Source: an optimization exercise on an open RTL-to-GDS flow (aim: small area, a short achievable clock period and few clock cycles per item). Production flows keep margins and buffers that such runs may drop. In this exercise RTL edits were held to simulation tests only and were not proved equivalent to the original.

==> flow/design.v, too long to show whole: its modules and the start of the top module <==
// module two_point_weight_conversion: 1614 lines
module two_point_weight_conversion #(
    parameter int SAMPLE_BITS = 16
) (
    input  logic                   clk,
    input  logic                   rst_n,
    input  logic                   cfg_we,
    input  logic [1:0]             cfg_index,
    input  logic [15:0]            cfg_data,
    input  logic                   in_valid,
    output logic                   in_stall,
    input  logic [SAMPLE_BITS-1:0] adc_sample,
    output logic                   out_valid,
    input  logic                   out_stall,
    output logic [31:0]            weight_value,
    output logic                   below_zero,
    output logic                   span_error
);
  // ...
==> flow/flow/run.sh <==
#!/bin/bash
# Standard layout, with timing repair aimed at a setup slack of 6.6 ns.
set -euo pipefail
bash standard.sh SETUP_SLACK_MARGIN=6.6 finish > standard_flow.log 2>&1
test -f out/final.def
==> flow/standard.sh <==
#!/bin/bash
# synth_recipe.tcl (not shown) runs the flow's synth.tcl, then flattens the netlist and writes it again
# the make line also repeats each setting of config.mk as NAME=value (left out here)
make -C /OpenROAD-flow-scripts/flow DESIGN_CONFIG=/design/flow/config.mk WORK_HOME=/design/flow/orfs CLKGATE_MAP_FILE= SYNTH_SCRIPT=/design/flow/synth_recipe.tcl "${@:-finish}"
==> flow/config.mk <==
export PLATFORM = sky130hd
export DESIGN_NAME = two_point_weight_conversion
export DESIGN_NICKNAME = two_point_weight_conversion
export VERILOG_FILES = /design/flow/design.v
export SDC_FILE = /design/flow/constraint.sdc
export NUM_CORES = 4
export LEC_CHECK = 0
export CAP_MARGIN = 20
export CORE_MARGIN = 2
export CORE_UTILIZATION = 40
export SLEW_MARGIN = 20
==> flow/constraint.sdc <==
create_clock -name core_clock -period 10.0 [get_ports {clk}]
set_input_delay 2.0000 -clock core_clock [delete_from_list [all_inputs] [get_ports {clk}]]
set_output_delay 2.0000 -clock core_clock [all_outputs]
set_load 0.01 [all_outputs]
==> results.toml, run 1 <==
[yosys]
synth.area.mux_share_pct = 4.31
synth_area_leader_cell = "edfxtp_1"
synth_ff_type = "edfxtp_1"
synth_top_family_by_area = "adder cells"
synthTopCellsByCount = "850 x edfxtp_1, 680 x inv_1, 542 x fa_1"
syn_inst = 5448
synth_xor_area_share_pct = 3.40

[clock_network]
root_buffer = "clkbuf_16"
cts_setup_buffers = 152
cts-resized-gates = 366

[flow_run]
drv_cap = 0

[final_layout]
clockNetworkAreaShare_pct = 4.64
reg.largest.list = "kc_r x32, kcs_s x32, kp_0 x32"
nets = 6724
regArea_um2 = 27500
stdcell_area_um2 = 74600
final_common_cell = "edfxtp_1"

[route]
met2_length_um = 84400
dr_wl_met3_um = 10700
routed_wirelength_um = 175000
drc_errors = 0

[global_routing]
overflow = 0
busiest_layer = "met2"
grt_pass1_vias = 43523

[outcome]
status = "timing/DRC/antenna clean"

[worst_setup_path]
cp-start-kind = "flip-flop"
critPathLaunch = "tp_2[1]"
worstSetupPathDepth = 14
end_kind = "flip-flop"
cp.buffers_inverters = 1
r2r-end = "t_r[20]"

[sta]
rsz0062_at_grt = "yes"
holdWs_ns = 0.413

[place]
place_hpwl_um = 126000

[hold_path]
hold_depth = 0
Testbench counts, summed over its fixed seeds: cycles 11,400, items 9,600.
==> inputs of run 2 (changes only) <==
==> flow/flow/run.sh (replaced) <==
#!/bin/bash
# Standard layout, with timing repair aimed at a setup slack of 6.4 ns.
set -euo pipefail
bash standard.sh SETUP_SLACK_MARGIN=6.4 finish > standard_flow.log 2>&1
test -f out/final.def
==> run 2 against run 1 <==
Against the previous run: still clean; non-clock buffer count fell by 144; flip-flop and latch count stayed put.
==> results.toml, run 2 <==
[flow_run]
drv_cap = 0

[hold_path]
hold_path_class = "flip-flop to flip-flop"

[route]
wl_per_cell_um = 22.1
drtIter0Drc = 3339
first_pass_iters = 8
ant_nets = 0
viasPerCell = 5.35
routed_wirelength_um = 172000
drc_errors = 0
num_vias = 41616

[worst_setup_path]
arrival_ns = 4.21
end_kind = "flip-flop"
worstPathMaxFanout = 3
crit_slowest_cell = "fa_1"
crit_type = "flip-flop to flip-flop"
cp-start-kind = "flip-flop"
worstPathCellList = "fa_1 > fa_1 > ha_1 > a21o_1 > a21oi_2 > o21ai_2 > a21oi_2 > o31ai_2 > o41a_1 > a21oi_4 > o31ai_4 > nor4_1 > a21oi_1"
required_ns = 10.48
cpPeakStageDelay_ns = 0.57

[place]
gp_congestion = 0.876
dpl_cell_area_um2 = 66500
io_buffers = 73
place_hpwl_um = 126000

[yosys]
yosysWarnings = 2
synth.distinct_cells = 91
synth_ff_type = "edfxtp_1"
synth_area_leader_cell = "edfxtp_1"
avgSynthCellArea_um2 = 11.6
synth.yosys.seq_area_share_pct = 43.3
syn_nets = 6410
async_reset_ff_share_pct = 8.31
yosysTopAreaCellShare_pct = 40.3
syn_inst = 5448
yosysMostFrequentCell = "edfxtp_1"
syn_area_um2 = 63400
synth_seq_cells = 927
synthTopCellsByCount = "850 x edfxtp_1, 680 x inv_1, 542 x fa_1"
synth.area.top_cells = "edfxtp_1 40%, fa_1 17%, ha_1 7.5%"
synth_edf_count = 850

[die]
core_um2 = 158000
start_util_pct = 40.2
dieArea_um2 = 162000
die_h_um = 402
die_x_um = 402
num_rows = 146
io_pins = 75

[global_routing]
track_usage_pct = 21.0
antenna_found_initial = 12
grt_start_max_net_pins = 158
grt_pass1_vias = 42983
overflow = 0
grt_first_pass_wirelength_um = 258000

[clock_network]
clk_pin_slew_ns = 0.06
clock_latency_ns = 0.74
cts_hold_buf = 0
cts_tree = "yes"
numCtsBuffers = 102
clock_path_buffers = 3
root_buffer = "clkbuf_16"
cts_max_level = 3
clock_sinks = 927

[outcome]
status = "timing/DRC/antenna clean"

[final_layout]
fin_util_pct = 45.7
final_layout_size_suffix_gt1_share_pct = 12.1
reg.largest.list = "kc_r x32, kcs_s x32, kp_0 x32"
stdcell_area_um2 = 72100
nets = 6577
final_common_cell = "edfxtp_1"
fillers = 14477
final_cell_mix = "850 x edfxtp_1, 673 x inv_1, 539 x fa_1"
syn2layout_area_growth_pct = 13.8

[sta]
fin_tns_setup_ns = 0
rsz0062_at_grt = "yes"
skew_ns = 0.0427
holdWs_ns = 0.413
min_period_over_period_pct = 37.3
drv_slew = 0
timing.fmax_mhz = 268
min_period_ns = 3.73
hold_viol = 0
tightest_slew_ns = 1.23
slew_headroom_pct = 17.5
setup_viol = 0
-- run 2: cell count changes in the layout (fill, tap and decap cells not counted), sizes merged, moves of 6 or more --
| cell | change |
|---|---|
| clkinv | +7 |
| clkdlybuf4s15 | -12 |
| diode | -6 |
| dlygate4sd2 | +33 |
| buf | -162 |
| clkbuf | -15 |
-- run 2: kinds of logic (layout without fill, tap and decap cells) --
group	count (synthesis)	after routing	synth area share, %
AO/OA/AOI/OAI	808	810	8.23
XOR/XNOR	244	244	3.40
adder cells (fa/ha/maj)	923	923	24.6
buffers and inverters	859	1113	5.16
flip-flops	927	927	43.3
multiplexers	249	249	4.31
other	1	2	0.00592
AND/OR/NAND/NOR	1437	1437	10.9
-- run 2: final cells by class --
cell class              instances  area, µm²  area share, %
diodes                          1       2.50        0.00347
clock inverters                66        782           1.08
clock buffers                 127       2750           3.81
multi-input cells            3664      33800           46.9
repair inverters                1       8.76         0.0121
flip-flops and latches        927      27500           38.1
repair buffers                237       2130           2.95
well taps                    2072       2590           3.60
inverters                     682       2600           3.60
-- run 2: path summary, 6_finish.rpt --
kind	startpoint	endpoint	slack (ns)	cells after the start
max	tp_2[1]	t_r[21]	6.27	13
min	ds_2[8]	ds_3[8]	0.41	0
max reg2reg	tp_2[1]	t_r[21]	6.27	13
min reg2reg	ds_2[8]	ds_3[8]	0.41	0
max in group asynchronous	rst_n	st[0]	7.64	2
min in group asynchronous	rst_n	v_r[1]	1.32	1
-- run 2: routing by layer --
metal  up-vias  share of wire, %  global-route usage, %
met2      1283                48                   35.2
met3       294               6.0                   3.35
met1     21137                42                   27.6
li1      18902                 -                      -
met4         0               3.7                   7.12
met5         -                 0                      0
-- run 2: through the flow --
stage                     std cells  worst slack [ns]
after floorplan                5448              6.41
after global placement         7467              5.73
after detailed placement       7467              5.70
after CTS                      7720              6.25
after global routing           7776              6.10
final                          7777              6.27
-- run 2: repair_timing --
| action | in CTS | in global routing |
|---|---|---|
| buffers inserted | 58 | 52 |
| gates cloned | 2 | 2 |
| pin swaps | 30 | 54 |
| endpoints found under the setup margin | 234 | 191 |
| gates resized for setup | 129 | 133 |
-- run 2: critical path: cells and delay by family, from the launching register on --
family	cells	cell delay, ns
AOI/OAI and AO/OA	9	1.54
adders and majority gates	3	1.29
DFF	1	0.40
and+or+nand+nor	1	0.25
==> inputs of run 3 (changes only) <==
==> flow/flow/run.sh (replaced) <==
#!/bin/bash
# Standard layout, with timing repair aimed at a setup slack of 6.2 ns.
set -euo pipefail
bash standard.sh SETUP_SLACK_MARGIN=6.2 finish > standard_flow.log 2>&1
test -f out/final.def
--- a/flow/config.mk
+++ b/flow/config.mk
@@ -7,2 +7,3 @@
 export LEC_CHECK = 0
+export ABC_AREA = 1
 export CAP_MARGIN = 20
==> run 3 against run 2 <==
Against the previous run: utilization fell by 1.4 points; global-route usage rose by 2.5 points; first-iteration DRC count rose by 33%; critical path type is now flip-flop to output port; critical endpoint is now in_stall; highest routed layer is now met5.
==> results.toml, run 3 <==
[worst_setup_path]
cp-start-kind = "flip-flop"
arrival_ns = 1.64
cpPeakStageDelay_ns = 0.60
crit_slowest_cell = "dfstp_2"
end_kind = "output port"
worstPathMaxFanout = 2
required_ns = 8.00
worstPathCellList = "dlygate4sd2_1"
cp.buffers_inverters = 1
crit_family = "flip-flops"
crit_type = "flip-flop to output port"

[global_routing]
grt_start_max_net_pins = 179
grt_first_pass_wirelength_um = 300000
grt_pass1_vias = 49085
track_usage_pct = 23.4
overflow = 0
antenna_found_initial = 17

[route]
num_vias = 48934
drtIter0Drc = 4444
first_pass_iters = 6
routed_wirelength_um = 198000
wl_per_cell_um = 21.0
ant_nets = 0
drc_errors = 0
viasPerCell = 5.20

[die]
dieArea_um2 = 170000
die_h_um = 412
die_x_um = 412
io_pins = 75
start_util_pct = 40.4
num_rows = 149
core_um2 = 165000

[final_layout]
final_cells = 9417
final_layout_size_suffix_gt1_share_pct = 4.21
syn2layout_area_growth_pct = 9.78
final_common_cell = "nand2_1"
nets = 8094
final_cell_mix = "1,826 x nand2_1, 1,297 x inv_1, 850 x edfxtp_1"
reg.largest.list = "kc_r x32, kcs_s x32, kp_0 x32"

[yosys]
synth.distinct_cells = 66
synth_area_leader_cell = "edfxtp_1"
yosysMostFrequentCell = "nand2_1"
synthTopCellsByCount = "1,827 x nand2_1, 1,297 x inv_1, 850 x edfxtp_1"
syn_inst = 7138
synth.area.top_cells = "edfxtp_1 38%, fa_1 16%, nand2_1 10%"
syn_area_um2 = 66700
syn_nets = 8100
synth_seq_cells = 927
avgSynthCellArea_um2 = 9.34
yosysWarnings = 2
async_reset_ff_share_pct = 8.31
synth_ff_type = "edfxtp_1"
yosysTopAreaCellShare_pct = 38.3
synth.yosys.seq_area_share_pct = 41.2
synth_edf_count = 850

[sta]
worst_slack_ns = 6.36
min_period_over_period_pct = 36.4
skew_ns = 0.0456
fin_tns_setup_ns = 0
setup_viol = 0
slew_headroom_pct = 22.4
hold_viol = 0
rsz0062_at_grt = "no"
drv_slew = 0
tightest_slew_ns = 1.16
min_period_ns = 3.64
timing.fmax_mhz = 275

[clock_network]
cts_tree = "yes"
numCtsBuffers = 102
clk_pin_slew_ns = 0.07
cts_max_level = 3
clock_sinks = 927
cts_hold_buf = 0
clock_path_buffers = 3
root_buffer = "clkbuf_16"
clock_latency_ns = 0.75

[place]
dp.cells = 9213
gp_congestion = 0.991
io_buffers = 73
place_hpwl_um = 153000
post-place-ws_ns = 5.87

[outcome]
status = "timing/DRC/antenna clean"

[flow_run]
drv_cap = 0

[hold_path]
hold_path_class = "flip-flop to flip-flop"
==> run 3: timing repair <==
item | CTS | global route
gates resized for setup | 6 | 4
buffers inserted | 0 | 3
hold endpoints to repair | 0 | 0
endpoints found under the setup margin | 106 | 119
==> run 3: logic make-up (layout without fill, tap and decap cells) <==
kind of cell	count (synthesis)	count (layout)	share of synthesized area (%)
and+or+nand+nor	2573	2573	15.8
buffers and inverters	1543	1623	8.87
AOI/OAI and AO/OA	947	947	7.82
DFF	927	927	41.2
adders and majority gates	923	923	23.4
xor gates and xnor gates	224	224	2.94
other	1	11	0.00562
==> run 3: stage by stage <==
stage | hold slack [ns] | util (%) | area [µm²]
floorplan | 0.400 | - | 66700
CTS | 0.412 | 44.2 | 73100
global placement | 0.401 | 42.1 | 69600
finish | 0.403 | 44.3 | 73200
global route | 0.419 | 44.3 | 73200
detailed placement | 0.405 | 42.1 | 69600
==> run 3: cell type report <==
cell class                 instances  area (µm²)
antenna                           10        25.0
clock buffer                     119        2710
clock inverter                    71         797
fill                           15891       92000
inverter                        1315        4960
multi-input combinational       4668       33400
sequential                       927       27500
tap                             2189        2740
timing repair buffer             118        1130
==> run 3: final timing paths <==
| kind | startpoint | to | slack, ns | cells after the start |
|---|---|---|---|---|
| hold reg to reg | dn_3[4] | dn_4[5] | 0.40 | 0 |
| setup reg to reg | x_r[7] | tp_3[4] | 6.37 | 8 |
| hold / removal | dn_3[4] | dn_4[5] | 0.40 | 0 |
| max in group asynchronous | rst_n | os_v | 8.15 | 1 |
| setup / recovery | stall_r | in_stall | 6.36 | 1 |
| min in group asynchronous | rst_n | c2_r[14] | 1.29 | 1 |
==> run 3: routing by layer <==
metal  vias to the layer above  track usage (%)  part of all wire (%)
met4                        10             7.91                   3.6
met5                         -                0                 0.031
met3                       352             3.90                   7.8
met2                      1812             37.2                    46
li1                      22808                -                     -
met1                     23952             32.6                    43
==> inputs of run 4 (changes only) <==
--- a/flow/config.mk
+++ b/flow/config.mk
@@ -7,3 +7,2 @@
 export LEC_CHECK = 0
-export ABC_AREA = 1
 export CAP_MARGIN = 20
==> run 4 against run 3 <==
Against the previous run: setup slack worse by 0.090 ns; final cell count down 18%; sequential share of layout area up 1.2 points; wire length down 15%; area after synthesis down 4.9%; flip-flop and latch count unchanged; via count down 15%; critical path depth up 5; clock skew down 0.014 ns; critical endpoint is now tp_3[8]; largest cell class unchanged; highest routed layer is now met4.
==> results.toml, run 4 <==
[worst_setup_path]
critPathLaunch = "x_r[0]"
crit_top_cell = "fa_1"
crit_slowest_cell = "edfxtp_1"
arrival_ns = 4.20
worstPathCellList = "nand2_1 > fa_1 > fa_1 > inv_1 > fa_1 > fa_1"
worstPathMaxFanout = 17
required_ns = 10.47
r2r-start = "x_r[0]"
cp-start-kind = "flip-flop"
end_kind = "flip-flop"
crit_type = "flip-flop to flip-flop"
cpPeakStageDelay_ns = 1.09

[yosys]
syn_area_um2 = 63400
synth.distinct_cells = 91
syn_nets = 6410
synth_ff_type = "edfxtp_1"
yosysMostFrequentCell = "edfxtp_1"
syn_inst = 5448
avgSynthCellArea_um2 = 11.6
synth.yosys.seq_area_share_pct = 43.3
synth.area.top_cells = "edfxtp_1 40%, fa_1 17%, ha_1 7.5%"
yosysTopAreaCellShare_pct = 40.3
synthTopCellsByCount = "850 x edfxtp_1, 680 x inv_1, 542 x fa_1"
async_reset_ff_share_pct = 8.31
synth_edf_count = 850
synth_area_leader_cell = "edfxtp_1"
synth_seq_cells = 927
yosysWarnings = 2

[route]
ant_nets = 0
wl_per_cell_um = 21.8
viasPerCell = 5.36
drc_errors = 0
first_pass_iters = 8
num_vias = 41353
routed_wirelength_um = 168000
drtIter0Drc = 3195

[die]
start_util_pct = 40.2
io_pins = 75
die_x_um = 402
dieArea_um2 = 162000
core_um2 = 158000
die_h_um = 402
num_rows = 146

[clock_network]
clk_pin_slew_ns = 0.06
numCtsBuffers = 102
root_buffer = "clkbuf_16"
clock_sinks = 927
cts_tree = "yes"
cts_max_level = 3
clock_path_buffers = 3
clock_latency_ns = 0.74

[flow_run]
drv_cap = 0

[outcome]
status = "timing/DRC/antenna clean"

[final_layout]
multi_input_area_um2 = 33300
stdcell_area_um2 = 71000
regArea_um2 = 27500
final_common_cell = "edfxtp_1"
final_cells = 7717
final_cell_mix = "850 x edfxtp_1, 677 x inv_1, 539 x fa_1"
syn2layout_area_growth_pct = 12.0
fillers = 14483
fin_util_pct = 45.0
nets = 6522
reg.largest.list = "kc_r x32, kcs_s x32, kp_0 x32"
final_layout_size_suffix_gt1_share_pct = 10.0

[place]
dpl_cell_area_um2 = 66500
place_hpwl_um = 124000
io_buffers = 73
dp.cells = 7469
gp_congestion = 0.891
post-place-ws_ns = 5.71

[sta]
worst_slack_ns = 6.27
skew_ns = 0.0314
fin_tns_setup_ns = 0
tightest_slew_ns = 1.20
holdWs_ns = 0.414
rsz0062_at_grt = "yes"
drv_slew = 0
hold_viol = 0
min_period_over_period_pct = 37.3
slew_headroom_pct = 19.5
timing.fmax_mhz = 268
setup_viol = 0
min_period_ns = 3.73

[global_routing]
grt_first_pass_wirelength_um = 254000
grt_start_max_net_pins = 157
antenna_found_initial = 12
grt_pass1_vias = 42621
track_usage_pct = 20.7
overflow = 0

[hold_path]
hold_path_class = "flip-flop to flip-flop"
min_from = "kp_0[31]"
-- run 4: changes by cell type in the layout (fill, tap and decap cells not counted), moves of 56 or more --
cell / delta
nand3_1: -171
and2_1: +287
inv_1: -620
mux2i_1: +56
buf_4: +62
nand2_1: -1328
o21ai_0: -216
mux2_2: +181
nor2b_1: +69
a21o_1: +56
xnor2_1: +96
a21oi_1: -123
xor2_1: -80
-- run 4: cell families (layout without fill, tap and decap cells) --
| group | after synthesis | in the layout | synth area share, % |
|---|---|---|---|
| muxes | 249 | 249 | 4.31 |
| and+or+nand+nor | 1437 | 1437 | 10.9 |
| other | 1 | 4 | 0.00592 |
| adders and majority gates | 923 | 923 | 24.6 |
| xor gates and xnor gates | 244 | 244 | 3.40 |
| buffers and inverters | 859 | 1053 | 5.16 |
| DFF | 927 | 927 | 43.3 |
| AOI/OAI and AO/OA | 808 | 808 | 8.23 |
-- run 4: final timing paths --
kind | to | slack (ns) | cells past startpoint
hold / removal | kcs_s[31] | 0.41 | 0
hold reg to reg | kcs_s[31] | 0.41 | 0
setup reg to reg | tp_3[8] | 6.27 | 6
min in group asynchronous | x_v | 1.16 | 1
max in group asynchronous | c2_r[8] | 7.58 | 2
setup / recovery | tp_3[8] | 6.27 | 6
-- run 4: metal layers --
layer  routed length [µm]  global-route usage, %  up-vias
li1                     -                      -    18751
met1                70900                   27.2    20993
met4                 6120                   7.23        0
met2                80000                   34.3     1298
met3                10900                   3.63      311
met5                    0                      0        -
-- run 4: critical path, delay by kind of cell (launching register included) --
kind                       cells  cell delay (ns)
and+or+nand+nor                1             0.27
adders and majority gates      4             2.04
DFF                            1             1.09
buffers and inverters          1             0.06
-- run 4: final cells by class --
| type | instances | share of cell area [%] |
|---|---|---|
| antenna | 3 | 0.0106 |
| clock buffer | 136 | 3.97 |
| clock inverter | 50 | 0.783 |
| inverter | 682 | 3.66 |
| multi-input combinational | 3662 | 46.9 |
| sequential | 927 | 38.7 |
| tap | 2072 | 3.65 |
| timing repair buffer | 184 | 2.37 |
| timing repair inverter | 1 | 0.0123 |
-- run 4: repair_timing --
item                       in CTS  in global routing
pin swaps                      12                 33
gates cloned                    1                  1
resized for setup              38                 78
hold buffers                    0                  0
setup buffers                  31                 26
setup endpoints to repair     141                132

[afterwards: timing with drivers on the ports]
How much do the figures lean on ideal ports? The routed layouts below were timed once more, with nothing changed but the port constraints. Step 1: set_driving_cell puts a clkbuf_16 on clk and a buf_2 on each other input, an assumption about the parent block. Step 2 times the ports against the registers' clock, not the clock port: input delays grow and output delays shrink by t, the midpoint of the rising clock arrivals with the driver on. Three values: no drivers, after step 1, after step 2; two values: the first two.
run | t, ns | setup WS [ns] | worst setup path at the end
run 1 | 0.805 | 6.287 / 6.287 / 5.995 | input to register
run 2 | 0.793 | 6.268 / 6.268 / 5.699 | input to register
run 3 | 0.809 | 6.357 / 6.275 / 5.753 | input to register
run 4 | 0.796 | 6.268 / 6.213 / 5.646 | input to register
After both steps every run listed still meets setup and hold. For run 4, which loses most, drivers alone change the setup slack by -0.055 ns; drivers and shift together by -0.622 ns.
